Source: an optimization exercise on an open RTL-to-GDS flow (aim: small area and a short achievable clock period). Production flows keep margins and buffers that such runs may drop.
The RTL was checked by simulation tests, not by an equivalence proof against the original design.
The flow treats the clock pin as an ideal source, which a real chip does not have.
Power is estimated from default activity; no workload was simulated.

### flow/config.mk
export PLATFORM = sky130hd
export DESIGN_NAME = trace_buffer
export DESIGN_NICKNAME = trace_buffer
export VERILOG_FILES = /design/flow/design.v
export SDC_FILE = /design/flow/constraint.sdc
export NUM_CORES = 4
export LEC_CHECK = 0
export CAP_MARGIN = 20
export CORE_MARGIN = 2
export CORE_UTILIZATION = 65
export CTS_BUF_LIST = sky130_fd_sc_hd__clkbuf_16
export CTS_CLUSTER_DIAMETER = 100
export CTS_CLUSTER_SIZE = 30
export SETUP_SLACK_MARGIN = 2.7
export SLEW_MARGIN = 20
### flow/design.v
module trace_buffer #(
  parameter int XLEN    = 32,
  parameter int DEPTH   = 16,
  parameter int STAMP_W = 16,
  parameter int WRAP    = 0
) (
  input  logic                       clock,
  input  logic                       reset,
  input  logic                       arm,
  input  logic                       stop,
  input  logic                       trig_en,
  input  logic [XLEN-1:0]            trig_pc,
  input  logic                       in_valid,
  input  logic [31:0]                in_instr,
  input  logic [XLEN-1:0]            in_pc,
  input  logic [XLEN-1:0]            in_alu,
  output logic                       rd_valid,
  input  logic                       rd_ready,
  output logic [31:0]                rd_instr,
  output logic [XLEN-1:0]            rd_pc,
  output logic [XLEN-1:0]            rd_alu,
  output logic [STAMP_W-1:0]         rd_stamp,
  output logic [$clog2(DEPTH+1)-1:0] count,
  output logic [1:0]                 state,
  output logic                       overflow
);
  localparam int W = 32 + 2*XLEN + STAMP_W;    
  localparam int R = 15;                        
  logic [1:0]         st;
  logic [4:0]         cnt;
  logic               nempty;                   
  logic               ovf;
  logic [R-1:0]       wr_oh, rd_oh;
  logic [R-1:0]       wr_ohn;                   
  logic [STAMP_W-1:0] stamp;
  logic               started;
  logic [W-1:0]       head;
  logic [W-1:0]       ring [R];
  wire s_armed = (st == 2'd1);
  wire s_capt  = (st == 2'd2);
  wire full    = cnt[4];
  wire le1     = (cnt[4:1] == 4'd0);              
  wire hit     = s_armed && trig_en && in_valid && (in_pc == trig_pc);
  wire hitp    = hit && !stop;                       
  wire push_c  = s_capt && in_valid && !stop;        
  wire pop     = nempty && rd_ready;
  wire wr_c    = push_c && (!full || pop);
  wire wr_ring = wr_c && !(cnt == 5'd0) && !((cnt == 5'd1) && pop);
  logic [4:0] cnt_n;
  always_comb begin
    cnt_n = cnt;
    if (s_armed)            cnt_n = {4'd0, hitp};
    else if (wr_c && !pop)  cnt_n = cnt + 5'd1;
    else if (pop && !wr_c)  cnt_n = cnt - 5'd1;
  end
  always_ff @(posedge clock or posedge reset) begin
    if (reset) begin
      st     <= 2'd0;
      cnt    <= '0;
      nempty <= 1'b0;
      ovf    <= 1'b0;
    end else if (arm) begin
      st     <= 2'd1;
      cnt    <= '0;
      nempty <= 1'b0;
      ovf    <= 1'b0;
    end else begin
      case (st)
        2'd1: begin
          if (stop)                  st <= 2'd3;
          else if (!trig_en || hit)  st <= 2'd2;
        end
        2'd2: if (stop) st <= 2'd3;
        default: ;
      endcase
      cnt    <= cnt_n;
      nempty <= !le1 || hitp || push_c || (nempty && !rd_ready);
      if (push_c && full && !pop) ovf <= 1'b1;
    end
  end
  always_ff @(posedge clock) begin
    if (arm) begin
      wr_oh   <= R'(1);
      wr_ohn  <= {{(R-1){1'b1}}, 1'b0};
      rd_oh   <= R'(1);
      stamp   <= '0;
      started <= 1'b0;
    end else begin
      if (s_armed) begin
        stamp   <= {{(STAMP_W-1){1'b0}}, hitp};
        started <= hitp;
      end else begin
        if (wr_ring) begin
          wr_oh  <= {wr_oh[R-2:0], wr_oh[R-1]};
          wr_ohn <= {wr_ohn[R-2:0], wr_ohn[R-1]};
        end
        if (s_capt && (push_c || started)) stamp <= stamp + STAMP_W'(1);
        if (push_c) started <= 1'b1;
      end
      if (pop && !le1) rd_oh <= {rd_oh[R-2:0], rd_oh[R-1]};
    end
  end
  wire [W-1:0] wdata = {in_instr, in_pc, in_alu, stamp};
  wire wr_ok = !full || rd_ready;
  logic [R-1:0] r_ld, r_hd;
  always_comb begin
    for (int i = 0; i < R; i++) begin
      r_ld[i] = wr_ok && wr_oh[i];
      r_hd[i] = wr_ohn[i] || (full && !rd_ready);
    end
  end
  for (genvar g = 0; g < R; g++) begin : g_ring
    always_ff @(posedge clock)
      ring[g] <= (wdata & {W{r_ld[g]}}) | (ring[g] & {W{r_hd[g]}});
  end
  wire ld   = !nempty || rd_ready;
  wire h_in = ld && le1;
  wire h_rg = ld && !le1;
  logic [W-1:0] hdata;
  always_comb begin
    hdata = (head & {W{!ld}}) | (wdata & {W{h_in}});
    for (int i = 0; i < R; i++)
      hdata = hdata | (ring[i] & {W{rd_oh[i] && h_rg}});
  end
  always_ff @(posedge clock) head <= hdata;
  assign {rd_instr, rd_pc, rd_alu, rd_stamp} = head;
  assign rd_valid = nempty;
  assign count    = cnt;
  assign state    = st;
  assign overflow = ovf;
endmodule
### flow/constraint.sdc
create_clock -name core_clock -period 5.0 [get_ports {clock}]
set_input_delay 1.0000 -clock core_clock [delete_from_list [all_inputs] [get_ports {clock}]]
set_output_delay 1.0000 -clock core_clock [all_outputs]
set_load 0.01 [all_outputs]
### flow/flow/run.sh
#!/bin/bash
# Standard ORFS layout (the standard.sh, unchanged synthesis), with the
# port buffers made from plain buf_2 cells instead of the default delay-cell
# choice, so timing repair can size them like any other buffer.
set -euo pipefail
bash standard.sh "BUFFER_PORTS_ARGS=-buffer_cell sky130_fd_sc_hd__buf_2" finish > standard.log 2>&1
### flow/standard.sh
#!/bin/bash
# synth_recipe.tcl (not shown) runs the flow's synth.tcl, then flattens the netlist and writes it again
# the make line also repeats each setting of config.mk as NAME=value (left out here)
make -C /OpenROAD-flow-scripts/flow DESIGN_CONFIG=/design/flow/config.mk WORK_HOME=/design/flow/orfs CLKGATE_MAP_FILE= SYNTH_SCRIPT=/design/flow/synth_recipe.tcl "${@:-finish}"
==> reports/metrics.csv, run 1 <==
metric;value;unit
status;finished clean;
clock_sinks;1863;
critical_path_class;flip-flop to flip-flop;
tns;0;ps
ios;256;
setup_violations;0;
final_cell_count_no_fill;7100;
rows;117;
dpl.cell_count;6975;
grt_pass1_wl;356100;um
crit_start;cnt[3];
arrival;3120;ps
portBuffers;255;
seq_area_frac_synth;55.96;%
cts_buffers;72;
drtAntennaViolNets;0;
grtUsageTotal;44.18;%
drive_above_1_share;10.21;%
finalHoldViolations;0;
die_w;324.4;um
synth_fa_ha_area_share;0.1125;%
synthArstFlopShare;0.4831;%
dieHeight;324.4;um
maxCapViolCount;0;
cp.depth;5;
synth_ff_type;dfxtp_1;
grt_pass1_vias;52470;
synth_edf_count;0;
clk_path_buf_depth;3;
worstReg2RegEnd;head[40];
synth_area_per_cell;11.06;um2
synth_cell_types;52;
rsz0062_at_grt;yes;
crit_end;head[40];
clk_latency;720;ps
crit_family;simple AND/OR/NAND/NOR gates;
r2r-start;cnt[3];
synth-simple-area-share;4.369;%
netlist_area;0.06672;mm2
multi_input_area;0.02664;mm2
core_area;0.1017;mm2
vias_per_cell;8.009;
period_share;49.36;%
synth-seq-cells;1863;
grt_max_degree;113;
drc_errors;0;
ir_worst_vdd;0.3075;mV
slew_violations;0;
root_buffer;clkbuf_16;
fmaxAchievable;405.1;MHz
finClkSkew;29.24;ps
power_density;330.6;mW/mm2
hpwl;116000;um
synth_xor_area_share;0.4594;%
synth_mux_area_share;0.03000;%
slew_headroom;20.46;%
synthCells;6032;
yosysWarningCount;2;
wl_per_cell;35.14;um
num_vias;56870;
synth_top_family_by_area;compound AO/OA/AOI/OAI gates;
gpl.final_weighted_congestion;0.8181;
reg2regPathDepth;5;
leakagePower;0.02712;uW
h-tree-depth;3;
end_kind;flip-flop;
firstDrtPassIters;8;
synth_compound_area_share;34.45;%
worstPathCellList;or4_4, buf_12, nand4_1, o21ai_1, a21oi_1;
min_period;2468;ps
syn_to_final_growth;6.925;%
grt-ovfl-total;0;
crit_required;5650;ps
hp-class;primary input to asynchronous set/reset pin;
cts_hold_buf;0;
worst_pin_slew;1193;ps
slowest_stage;or4_4;
clk_pin_slew_worst_paths;120;ps
critPathLaunchType;flip-flop;
wl;249500;um
regArea;0.03742;mm2
path_buf_inv;1;
cts_tree;done;
regToRegSetupSlack;2530;ps
max_stage_delay;830;ps
nFillCells;7655;
nets;5860;
path_max_fanout;74;
drt-initial-drc-count;11050;
antenna_found_initial;11;
die-area;0.1052;mm2
initial_utilization;65.58;%
==> logic make-up (layout without fill, tap and decap cells) <==
family / after synthesis / count (layout)
buffers and inverters: 816 / 506
AOI/OAI and AO/OA: 2759 / 2759
xor gates and xnor gates: 35 / 35
other: 0 / 3
muxes: 2 / 2
and+or+nand+nor: 551 / 558
adders and majority gates: 6 / 6
DFF: 1863 / 1863
==> power breakdown <==
group / switching (uW) / internal [uW]
combinational: 588 / 331
clock: 4660 / 2840
sequential: 116 / 15000
total: 5360 / 18200
==> metal layers <==
layer / up-vias / GRT usage [%] / part of all wire [%]
met5: - / 0 / 0.053
met4: 22 / 17.31 / 4.6
met3: 831 / 10.95 / 15
met2: 4807 / 65.86 / 43
met1: 28240 / 61.72 / 38
li1: 22970 / - / -
==> cell usage after synthesis, drive strengths merged, types with 15 or more instances <==
master | count | share of area, %
a21oi | 155 | 1.2
a221oi | 225 | 3.0
a222oi | 112 | 1.7
a22o | 1904 | 25
a22oi | 224 | 2.5
and2 | 15 | 0.14
and3 | 112 | 1.1
buf | 122 | 0.71
clkbuf | 678 | 3.8
dfxtp | 1854 | 56
inv | 15 | 0.084
nand2 | 96 | 0.54
nand2b | 28 | 0.27
nand3b | 16 | 0.18
nand4 | 117 | 1.1
nor2 | 133 | 0.75
o21ai | 121 | 0.91
xor2 | 26 | 0.34
==> layout make-up <==
type / instances / area share (%)
Antenna cell: 3 / 0.01052
Clock buffer: 78 / 2.736
Clock inverter: 6 / 0.08243
Inverter: 16 / 0.08418
Multi-Input combinational cell: 3360 / 37.34
Sequential cell: 1863 / 52.45
Tap cell: 1368 / 2.399
Timing Repair Buffer: 406 / 4.905
==> what timing repair did <==
item                                    4_1_cts  5_1_grt
resized for setup                            30       38
setup buffers                                17       13
cloned                                        3        5
endpoints found under the setup margin     1750      275
pin swaps                                     2        8
==> worst min-delay path by stage <==
| stage | startpoint | cells past startpoint | slack [ps] | endpoint |
|---|---|---|---|---|
| 3_3_place_gp | wr_oh[1] | 2 | 450 | wr_oh[2] |
| 3_5_place_dp | wr_oh[1] | 2 | 460 | wr_oh[2] |
| 4_1_cts | reset | 2 | 240 | cnt[4] |
| 6_report | reset | 2 | 260 | nempty |
| 5_1_grt | reset | 2 | 280 | st[0] |
| 2_1_floorplan | wr_ohn[14] | 2 | 440 | wr_ohn[0] |
==> worst reg2reg max path, cell delays in order (launching register included) <==
cell and delay [ps]:
dfrtp_2 440, or4_4 830, buf_12 300, nand4_1 540
o21ai_1 130, a21oi_1 180
==> state kept, by name, indices dropped and copies added (netlist names) <==
| register | flops |
|---|---|
| cnt | 5 |
| head | 112 |
| nempty | 1 |
| ovf | 1 |
| rd_oh | 15 |
| ring | 1680 |
| st | 2 |
| stamp | 16 |
| started | 1 |
| wr_oh | 15 |
| wr_ohn | 15 |
==> cell usage in the layout (no fill, tap or decap), types with 4 or more instances in the layout <==
master     netlist  routed
ha_1             6       5
nand4_1        117     117
or3_1            6       6
o21ai_2          0       9
xnor2_1          9       8
nor4_1           4       4
nor2b_1          5       4
nor2_1         133     133
o21ai_1        113     103
nand3_1          8       8
nand3b_1        16      16
buf_6            1      13
and3_1         112     112
a221oi_1       225     225
dfrtp_2          0       5
inv_1           15      18
clkbuf_16        0      79
a222oi_1       112     112
and2_2           0       4
a21oi_1        153     152
buf_4            2      73
and2_4           0      15
clkbuf_4         0      11
nand2b_4         0      19
dfxtp_4          0      15
nand2b_1        27       8
xor2_1          26      26
buf_16           0       4
dfxtp_2          0       8
nand2_1         96      94
o21ai_0          8       8
dfxtp_1       1854    1831
buf_2            1     233
a22oi_1        224     224
buf_12           0      71
a22o_1        1904    1904
==> per-stage QoR <==
step           total power, uW  area [um2]  setup WS (ps)  hold WS, ps  utilization [%]
6_report                 23580       71340           2532        261.9            70.12
5_1_grt                  24090       71340           2603        277.5            70.12
4_1_cts                  23480       70940           2623        236.1            69.73
3_5_place_dp             16360       68560           1537        458.9            67.39
3_3_place_gp             16340       68560           1581        451.8            67.39
2_1_floorplan            15990       66920           2510        440.0                -
==> inputs of run 2 (changes only) <==
--- a/flow/config.mk
+++ b/flow/config.mk
@@ -5,11 +5,11 @@
 export SDC_FILE = /design/flow/constraint.sdc
 export NUM_CORES = 4
 export LEC_CHECK = 0
-export CAP_MARGIN = 20
+export CAP_MARGIN = 10
 export CORE_MARGIN = 2
 export CORE_UTILIZATION = 65
 export CTS_BUF_LIST = sky130_fd_sc_hd__clkbuf_16
 export CTS_CLUSTER_DIAMETER = 100
 export CTS_CLUSTER_SIZE = 30
 export SETUP_SLACK_MARGIN = 2.7
-export SLEW_MARGIN = 20
+export SLEW_MARGIN = 10
==> run 2 against run 1 <==
  * Still clean
  * Register-to-register slack worse by 40 ps
  * Count of clock-buffer cells in the layout decreased by 1
  * Combinational power about the same
  * Utilization barely moved
  * Critical path depth up 1
  * Global-route usage decreased by 0.32 points
  * Worst hold slack improved by 11 ps
  * Via count down 0.49%
  * Sequential power barely moved
  * Cell count about the same
  * Sequential cell count did not move
  * Critical endpoint unchanged
  * Largest power group unchanged
==> reports/metrics.csv, run 2 <==
metric;value;unit
r2r-start;cnt[3];
dpl.cell_count;6975;
final_cell_count_no_fill;7105;
yosysMostFrequentCell;a22o_1;
synth.area.top_cells;dfxtp_1, a22o_1, clkbuf_1;
finClkSkew;36.53;ps
nFillCells;7629;
portBuffers;255;
worst_pin_slew;1202;ps
grt-ovfl-total;0;
synth.top_cells.by_count;a22o_1, dfxtp_1, clkbuf_1;
holdWs;272.9;ps
clk_latency;700;ps
rows;117;
drtAntennaViolNets;0;
grtUsageTotal;43.87;%
finalHoldViolations;0;
root_buffer;clkbuf_16;
rsz0062_at_grt;yes;
cts_buffers;72;
end_kind;flip-flop;
leakagePower;0.02712;uW
synth_compound_area_share;34.45;%
antenna_found_initial;15;
slew_headroom;19.86;%
h-tree-depth;3;
setup_violations;0;
grt_max_degree;113;
final_cell_mix;a22o_1, dfxtp_1, buf_2;
arrival;3160;ps
synthArstFlopShare;0.4831;%
slew_violations;0;
synth_xor_area_share;0.4594;%
synth_fa_ha_area_share;0.1125;%
yosysWarningCount;2;
core_area;0.1017;mm2
power_density;330.2;mW/mm2
hp-class;primary input to asynchronous set/reset pin;
nets;5863;
drc_errors;0;
dr_wl_met3;35640;um
wl;247900;um
multi_input_area;0.02663;mm2
fmaxAchievable;398.5;MHz
layout_setup_ws;2491;ps
crit_end;head[40];
die_w;324.4;um
regToRegSetupSlack;2490;ps
synth_ff_type;dfxtp_1;
cts_hold_buf;0;
worstReg2RegEnd;head[40];
critical_path_class;flip-flop to flip-flop;
met2_length;106500;um
grt_pass1_wl;354100;um
maxCapViolCount;0;
synth_area_per_cell;11.06;um2
critPathLaunchType;flip-flop;
largest-register;ring;
ios;256;
num_vias;56590;
period_share;50.19;%
synth_top_family_by_area;compound AO/OA/AOI/OAI gates;
min_period;2509;ps
crit_required;5650;ps
cts_tree;done;
regArea;0.03741;mm2
synth_cell_types;52;
synth_top_area_share;55.63;%
syn_to_final_growth;6.869;%
synth_mux_area_share;0.03000;%
synth-seq-cells;1863;
status;finished clean;
yosys.area.top_type;dfxtp_1;
wl_per_cell;34.88;um
die-area;0.1052;mm2
initial_utilization;65.58;%
clock_sinks;1863;
tns;0;ps
dp_slack;1530;ps
netlist_area;0.06672;mm2
gpl.final_weighted_congestion;0.8181;
firstDrtPassIters;8;
largest_reg_flops;1680;
clk_path_buf_depth;3;
path_max_fanout;74;
reg2regPathDepth;6;
synth_edf_count;0;
m1WireLength;95090;um
ir_worst_vdd;0.3520;mV
hpwl;116100;um
synthCells;6032;
crit_start;cnt[3];
drive_above_1_share;10.24;%
synth-simple-area-share;4.369;%
seq_area_frac_synth;55.96;%
grt_pass1_vias;52720;
dieHeight;324.4;um
reg_top3;ring: 1680 flops, head: 112 flops, stamp: 16 flops;
final_common_cell;a22o_1;
top_layer;met5;
vias_per_cell;7.964;
clk_pin_slew_worst_paths;120;ps
drt-initial-drc-count;10450;
utilization;70.09;%
-- run 2: how the worst min path moves through the flow --
stage,to,slack (ps),depth (start not counted)
5_1_grt,st[1],300,2
4_1_cts,st[0],230,2
2_1_floorplan,wr_ohn[0],440,2
3_5_place_dp,wr_oh[2],460,2
3_3_place_gp,wr_oh[2],450,2
6_report,st[0],270,2
-- run 2: cell type report --
class,count,area share [%]
Clock buffer,77,2.702
Timing Repair Buffer,411,4.890
Clock inverter,7,0.08773
Sequential cell,1863,52.47
Antenna cell,5,0.01755
Multi-Input combinational cell,3358,37.35
Tap cell,1368,2.400
Inverter,16,0.08423
-- run 2: critical path: stages (launching register included) --
cell and delay (ps):
dfrtp_2 450, buf_4 180, or4_4 660, buf_12 220, nand4_1 390, o21ai_1 140, a21oi_1 170
-- run 2: where the power goes --
part	switching [uW]	internal, uW
Combinational	590	331
Sequential	116	15000
Clock	4650	2810
Total	5350	18200
-- run 2: cell families after synthesis --
group,count (synthesis)
compound gates,2759
flops,1863
xor+xnor,35
simple gates,551
fa+ha+maj,6
buf+inv,816
mux,2
-- run 2: per-stage QoR --
stage                     power, uW  area (um2)
final                         23540       71310
after global routing          24060       71300
after CTS                     23440       70780
after detailed placement      16360       68560
after global placement        16340       68560
after floorplan               15990       66920
-- run 2: per-layer routing --
| metal | global-route usage, % | vias to the layer above |
|---|---|---|
| li1 | - | 22950 |
| met1 | 61.31 | 27980 |
| met3 | 10.69 | 769 |
| met5 | 0 | - |
| met2 | 65.68 | 4869 |
| met4 | 16.80 | 16 |
-- run 2: what timing repair did --
item / CTS / global route
resized for setup: 27 / 34
gates cloned: 2 / 3
setup endpoints to repair: 1791 / 899
pin swaps: 3 / 1
buffers inserted: 12 / 24
==> inputs of run 3 (changes only) <==
==> flow/flow/run.sh (replaced) <==
#!/bin/bash
# Standard ORFS layout (the standard.sh, unchanged synthesis), with:
#  - port buffers made from plain buf_2 cells instead of the default
#    delay-cell choice, so timing repair can size them like any other buffer;
#  - no timing repair at floorplan (ideal clocks and no wires there make the
#    input paths look far worse than they are); ABC's buffers are removed
#    instead, and repair runs from placement on.
set -euo pipefail
bash standard.sh "BUFFER_PORTS_ARGS=-buffer_cell sky130_fd_sc_hd__buf_2" REMOVE_ABC_BUFFERS=1 finish > standard.log 2>&1
==> flow/config.mk (replaced) <==
export PLATFORM = sky130hd
export DESIGN_NAME = trace_buffer
export DESIGN_NICKNAME = trace_buffer
export VERILOG_FILES = /design/flow/design.v
export SDC_FILE = /design/flow/constraint.sdc
export NUM_CORES = 4
export LEC_CHECK = 0
export CAP_MARGIN = 20
export CORE_MARGIN = 2
export CORE_UTILIZATION = 65
export CTS_BUF_LIST = sky130_fd_sc_hd__clkbuf_16
export CTS_CLUSTER_DIAMETER = 80
export CTS_CLUSTER_SIZE = 25
export SETUP_SLACK_MARGIN = 2.7
export SLEW_MARGIN = 20
==> run 3 against run 2 <==
  * Synthesized cell count did not move
  * Critical endpoint is now head[58]
  * Sequential power barely moved
  * Largest power group unchanged
  * Largest cell class unchanged
  * Count of clock-buffer cells in the layout up 12
  * Still clean
==> reports/metrics.csv, run 3 <==
metric;value;unit
hp-class;primary input to asynchronous set/reset pin;
slew_headroom;28.17;%
slew_violations;0;
cts_buffers;84;
crit_start;rd_oh[7];
synth_ff_type;dfxtp_1;
maxCapViolCount;0;
final_common_cell;a22o_1;
drive_above_1_share;11.09;%
power_density;333.4;mW/mm2
period_share;48.55;%
yosysWarningCount;2;
netlist_area;0.06672;mm2
rsz0062_at_grt;yes;
grtUsageTotal;45.52;%
setup_violations;0;
r2r-start;rd_oh[7];
nets;5898;
synth.top_cells.by_count;a22o_1, dfxtp_1, clkbuf_1;
reg2regPathDepth;6;
grt_pass1_vias;53400;
clk_path_buf_depth;3;
ios;256;
drc_errors;0;
grt_util_met3;12.62;%
regToRegSetupSlack;2570;ps
layout_setup_ws;2572;ps
crit_required;5640;ps
grt_max_degree;113;
h-tree-depth;3;
finalHoldViolations;0;
synth.area.top_cells;dfxtp_1, a22o_1, clkbuf_1;
busiest_layer;met2;
wl;257800;um
yosysMostFrequentCell;a22o_1;
synth_cell_types;52;
syn_to_final_growth;7.981;%
tns;0;ps
fmaxAchievable;411.9;MHz
ir_worst_vdd;0.2778;mV
antenna_found_initial;21;
largest-register;ring;
rows;117;
drt-initial-drc-count;11320;
root_buffer;clkbuf_16;
final_cell_mix;a22o_1, dfxtp_1, buf_2;
seq_area_frac_synth;55.96;%
portBuffers;255;
synth-seq-cells;1863;
clock_sinks;1863;
path_max_fanout;27;
min_period;2428;ps
hpwl;115100;um
largest_reg_flops;1680;
cts_hold_buf;0;
initial_utilization;65.58;%
cts_tree;done;
synth_area_per_cell;11.06;um2
dieHeight;324.4;um
use_met2;66.76;%
nFillCells;7473;
reg_top3;ring: 1680 flops, head: 112 flops, stamp: 16 flops;
num_vias;57450;
synthArstFlopShare;0.4831;%
critPathLaunchType;flip-flop;
met1_usage;62.47;%
die-area;0.1052;mm2
p_total;24020;uW
critical_path_class;flip-flop to flip-flop;
firstDrtPassIters;10;
wl_per_cell;36.08;um
die_w;324.4;um
grt-ovfl-total;0;
synth_top_area_share;55.63;%
leakagePower;0.02743;uW
synthCells;6032;
dp_slack;1459;ps
status;finished clean;
arrival;3070;ps
vias_per_cell;8.042;
end_kind;flip-flop;
clk_pin_slew_worst_paths;110;ps
gpl.final_weighted_congestion;0.8223;
synth_edf_count;0;
drtAntennaViolNets;0;
worst_pin_slew;1077;ps
core_area;0.1017;mm2
yosys.area.top_type;dfxtp_1;
worstReg2RegEnd;head[58];
clk_latency;720;ps
finClkSkew;23.86;ps
grt_pass1_wl;364300;um
## run 3: changes by cell type in the layout (fill, tap and decap cells not counted), sizes merged
cell	change
clkbuf	+19
diode	+7
nand2b	+7
buf	+6
inv	-4
and2	+3
clkinvlp	+1
## run 3: cells by family (layout without fill, tap and decap cells)
group                    after synthesis  after routing  synth area share [%]
AO/OA/AOI/OAI                       2759           2759                 34.45
flip-flops                          1863           1863                 55.96
buffers and inverters                816            533                 4.615
AND/OR/NAND/NOR                      551            566                 4.369
XOR/XNOR                              35             35                0.4594
adder cells (fa/ha/maj)                6              6                0.1125
multiplexers                           2              2               0.03000
other                                  0             12                     0
## run 3: final cells by class
| class | count | area [um2] | share of cell area (%) |
|---|---|---|---|
| tap | 1368 | 1712 | 2.376 |
| clock buffer | 89 | 2227 | 3.091 |
| timing repair buffer | 424 | 3744 | 5.196 |
| sequential | 1863 | 37420 | 51.94 |
| inverter | 16 | 65.06 | 0.09030 |
| clock inverter | 4 | 27.53 | 0.03821 |
| multi-input combinational | 3368 | 26820 | 37.23 |
| antenna | 12 | 30.03 | 0.04168 |
## run 3: how the worst max path moves through the flow
| stage | end | cells after the start | slack [ps] |
|---|---|---|---|
| global route | ring[10][33] | 5 | 2610 |
| detailed placement | ring[7][16] | 6 | 1460 |
| floorplan | rd_oh[0] | 4 | -680 |
| finish | head[58] | 6 | 2570 |
| global placement | ring[7][87] | 6 | 1520 |
| CTS | rd_oh[1] | 6 | 2620 |
## run 3: per-stage QoR
step	std cells	hold WS, ps	area [um2]	utilization [%]
after global routing	7137	242.2	72030	70.80
after CTS	7104	236.9	71370	70.14
after detailed placement	6969	459.8	68490	67.32
final	7144	237.2	72050	70.81
after global placement	6969	452.1	68490	67.32
after floorplan	5232	433.9	63700	-
## run 3: metal layers
layer,part of all wire [%],vias up,routed length [um]
li1,-,23060,-
met1,37,28340,95850
met2,42,5155,108500
met3,16,874,40020
met4,5.1,22,13150
met5,0.091,-,234
## run 3: power by group
group          total [uW]  leakage, uW  switching (uW)  internal (uW)
logic                 970       0.0112             626            344
clock network        7900      0.00112            4700           3200
registers           15200       0.0151             117          15000
## run 3: worst max-delay path, cell delays in order, from the launching register on
cell and delay (ps):
dfxtp_4 870, buf_4 610, a22oi_1 140, and3_1 210, nand4_1 230, o21ai_1 120, a21oi_1 160
## run 3: repair_timing
action                                   CTS  global route
buffers inserted                          29            20
hold endpoints to repair                   0             0
gates resized for setup                   43            63
pin swaps                                  4             9
gates cloned                              13             8
endpoints found under the setup margin  1763          1242
==> inputs of run 4 (changes only) <==
--- a/flow/design.v
+++ b/flow/design.v
@@ -38,8 +38,9 @@
   logic [W-1:0]       ring [R];
   wire s_armed = (st == 2'd1);
   wire s_capt  = (st == 2'd2);
-  wire full    = cnt[4];
-  wire le1     = (cnt[4:1] == 4'd0);              
+  logic               full_r, ge2_r;            
+  wire full    = full_r;
+  wire le1     = !ge2_r;                         
   wire hit     = s_armed && trig_en && in_valid && (in_pc == trig_pc);
   wire hitp    = hit && !stop;                       
   wire push_c  = s_capt && in_valid && !stop;        
@@ -58,11 +59,15 @@
       st     <= 2'd0;
       cnt    <= '0;
       nempty <= 1'b0;
+      full_r <= 1'b0;
+      ge2_r  <= 1'b0;
       ovf    <= 1'b0;
     end else if (arm) begin
       st     <= 2'd1;
       cnt    <= '0;
       nempty <= 1'b0;
+      full_r <= 1'b0;
+      ge2_r  <= 1'b0;
       ovf    <= 1'b0;
     end else begin
       case (st)
@@ -74,7 +79,9 @@
         default: ;
       endcase
       cnt    <= cnt_n;
-      nempty <= !le1 || hitp || push_c || (nempty && !rd_ready);
+      nempty <= ge2_r || hitp || push_c || (nempty && !rd_ready);
+      full_r <= (cnt_n == 5'd16);
+      ge2_r  <= (cnt_n[4:1] != 4'd0);
       if (push_c && full && !pop) ovf <= 1'b1;
     end
   end
==> run 4 against run 3 <==
  * Still clean on timing, DRC and antenna
  * Sequential share of layout area down 1.1 points
  * Sequential cell count rose by 2
  * Combinational power down 24%
  * Power shrank 1.3%
  * Utilization is 0.55 points higher
  * Global-route usage is 3.4 points higher
  * Design area increased by 2.4%
  * Non-clock buffer count increased by 54
==> reports/metrics.csv, run 4 <==
metric;value;unit
portBuffers;255;
max_stage_delay;750;ps
cts_tree;done;
clk_latency;730;ps
crit_family;simple AND/OR/NAND/NOR gates;
dp_slack;1270;ps
synth_ff_type;dfxtp_1;
ir_worst_vdd;0.3071;mV
slew_violations;0;
grt_pass1_vias;53990;
synth_fa_ha_area_share;0.09263;%
vias_per_cell;8.115;
die_w;326.3;um
placed_area;0.06933;mm2
synth-seq-cells;1865;
grt_pass1_wl;387500;um
leakagePower;0.02918;uW
synth.area.top_cells;dfxtp_1, a22o_1, a221oi_1;
largest_reg_flops;1680;
drtAntennaViolNets;0;
grt_max_degree;113;
synth_mux_area_share;0.01482;%
synthCells;6110;
wl_per_cell;38.42;um
dpl.cell_count;7041;
synth_top_family_by_area;compound AO/OA/AOI/OAI gates;
core_area;0.1033;mm2
final_common_cell;a22o_1;
seq_area_frac_synth;55.36;%
gpl.final_weighted_congestion;0.8444;
grt-ovfl-total;0;
yosysMostFrequentCell;a22o_1;
synth_cell_types;54;
synth-simple-area-share;4.530;%
critical_path_class;flip-flop to flip-flop;
power_density;321.5;mW/mm2
worstPathCellList;nand2b_4, and2_4, buf_12, a22o_1;
layout_setup_ws;2553;ps
path_max_fanout;42;
synth_top_area_share;54.96;%
final_cell_mix;a22o_1, dfxtp_1, a221oi_1;
clk_pin_slew_worst_paths;110;ps
final_cell_count_no_fill;7247;
nFillCells;7574;
hpwl;128100;um
largest-register;ring;
slew_headroom;31.14;%
grtUsageTotal;48.93;%
yosys.area.top_type;dfxtp_1;
critPathLaunchType;flip-flop;
yosysWarningCount;2;
clk_path_buf_depth;3;
synth.top_cells.by_count;a22o_1, dfxtp_1, clkbuf_1;
clock_sinks;1865;
drc_errors;0;
status;finished clean;
cts_hold_buf;0;
finalHoldViolations;0;
synth_edf_count;0;
dieHeight;326.3;um
synth_compound_area_share;34.22;%
antenna_found_initial;20;
root_buffer;clkbuf_16;
rsz0062_at_grt;yes;
regArea;0.03751;mm2
p_total;23710;uW
wl;278500;um
drive_above_1_share;13.28;%
fmaxAchievable;408.7;MHz
synthArstFlopShare;0.5898;%
setup_violations;0;
rows;118;
synth_xor_area_share;0.5039;%
hp-class;primary input to asynchronous set/reset pin;
nets;5986;
cts_buffers;84;
fin_area;0.07375;mm2
drt-initial-drc-count;11320;
synth_area_per_cell;11.05;um2
die-area;0.1065;mm2
reg_top3;ring: 1680 flops, head: 112 flops, stamp: 16 flops;
syn_to_final_growth;9.206;%
initial_utilization;65.35;%
multi_input_area;0.02753;mm2
num_vias;58810;
finClkSkew;25.04;ps
crit_required;5660;ps
netlist_area;0.06754;mm2
maxCapViolCount;0;
slowest_stage;and2_4;
firstDrtPassIters;8;
arrival;3110;ps
path_buf_inv;1;
ios;256;
period_share;48.94;%
end_kind;flip-flop;
worst_pin_slew;1033;ps
h-tree-depth;3;
min_period;2447;ps
[run 4: per-layer routing]
layer	global-route usage, %	vias to the layer above	share of wire, %
met5	0	-	0.11
met4	25.24	29	6.4
met3	15.90	1089	16
met2	70.28	5398	41
met1	65.92	28970	36
li1	-	23320	-
[run 4: cell type report]
type,count,area share (%)
flip-flops and latches,1865,50.86
multi-input cells,3404,37.33
repair buffers,478,6.326
clock buffers,86,2.918
well taps,1380,2.341
clock inverters,11,0.1052
inverters,13,0.08822
diodes,10,0.03393
[run 4: path summary, 6_finish.rpt]
path | depth (start not counted) | to | start | slack, ps
min in group core_clock | 2 | wr_oh[12] | wr_oh[11] | 470
worst max-delay path | 4 | ring[12][106] | full_r | 2550
max in group asynchronous | 2 | ge2_r | reset | 4430
worst max register to register | 4 | ring[12][106] | full_r | 2550
worst min register to register | 2 | wr_oh[12] | wr_oh[11] | 470
worst min-delay path | 2 | cnt[4] | reset | 240
[run 4: stage by stage]
step	TNS (ps)	hold WS (ps)	util (%)
4_1_cts	0	239.4	70.34
3_5_place_dp	0	457.6	67.08
5_1_grt	0	278.7	71.35
3_3_place_gp	0	452.8	67.08
2_1_floorplan	-4004	433.9	-
6_report	0	242.5	71.36
[run 4: logic make-up (layout without fill, tap and decap cells)]
| family | count (synthesis) | in the layout |
|---|---|---|
| AOI/OAI and AO/OA | 2754 | 2754 |
| xor gates and xnor gates | 38 | 38 |
| adders and majority gates | 5 | 5 |
| buffers and inverters | 870 | 588 |
| DFF | 1865 | 1865 |
| muxes | 1 | 1 |
| other | 0 | 10 |
| and+or+nand+nor | 577 | 606 |
[run 4: repair_timing]
item | in CTS | in global routing
setup endpoints to repair | 1868 | 389
gates resized for setup | 122 | 121
gates cloned | 31 | 16
pin swaps | 17 | 13
buffers inserted | 37 | 15
[run 4: report_power, final]
part / switching (uW) / total, uW / internal (uW)
Sequential: 110 / 15100 / 15000
Combinational: 483 / 733 / 249
Clock: 4780 / 7900 / 3120
Total: 5370 / 23700 / 18300

-- re-timing with driven ports --
No port has a modelled driver above. Below, the same layouts with a new extraction and two added sets of constraints.
Step 1, drivers: a clkbuf_16 drives clock and a buf_2 each remaining input, both assumed.
Step 2 also shifts input and output timing later by t, the mid clock arrival at the registers, as if the neighbouring blocks saw the same clock.
Slacks: no drivers / after step 1 / after step 2; pairs: no drivers / after step 1.
run | t (ns) | setup slack, ns | latest minus earliest clock arrival (ns) | slew at the worst register clock pin (ns)
run 1 | 0.778 | 2.532 / 2.532 / 1.923 | 0.036 / 0.035 | 0.12 / 0.12
run 2 | 0.768 | 2.491 / 2.491 / 1.925 | 0.048 / 0.048 | 0.12 / 0.12
run 3 | 0.786 | 2.572 / 2.566 / 1.921 | 0.024 / 0.025 | 0.11 / 0.11
run 4 | 0.802 | 2.553 / 2.553 / 1.840 | 0.031 / 0.031 | 0.11 / 0.11
After both steps every run listed still meets setup and hold. For run 4, which loses most, drivers alone change the setup slack by 0.000 ns; drivers and shift together by -0.713 ns.
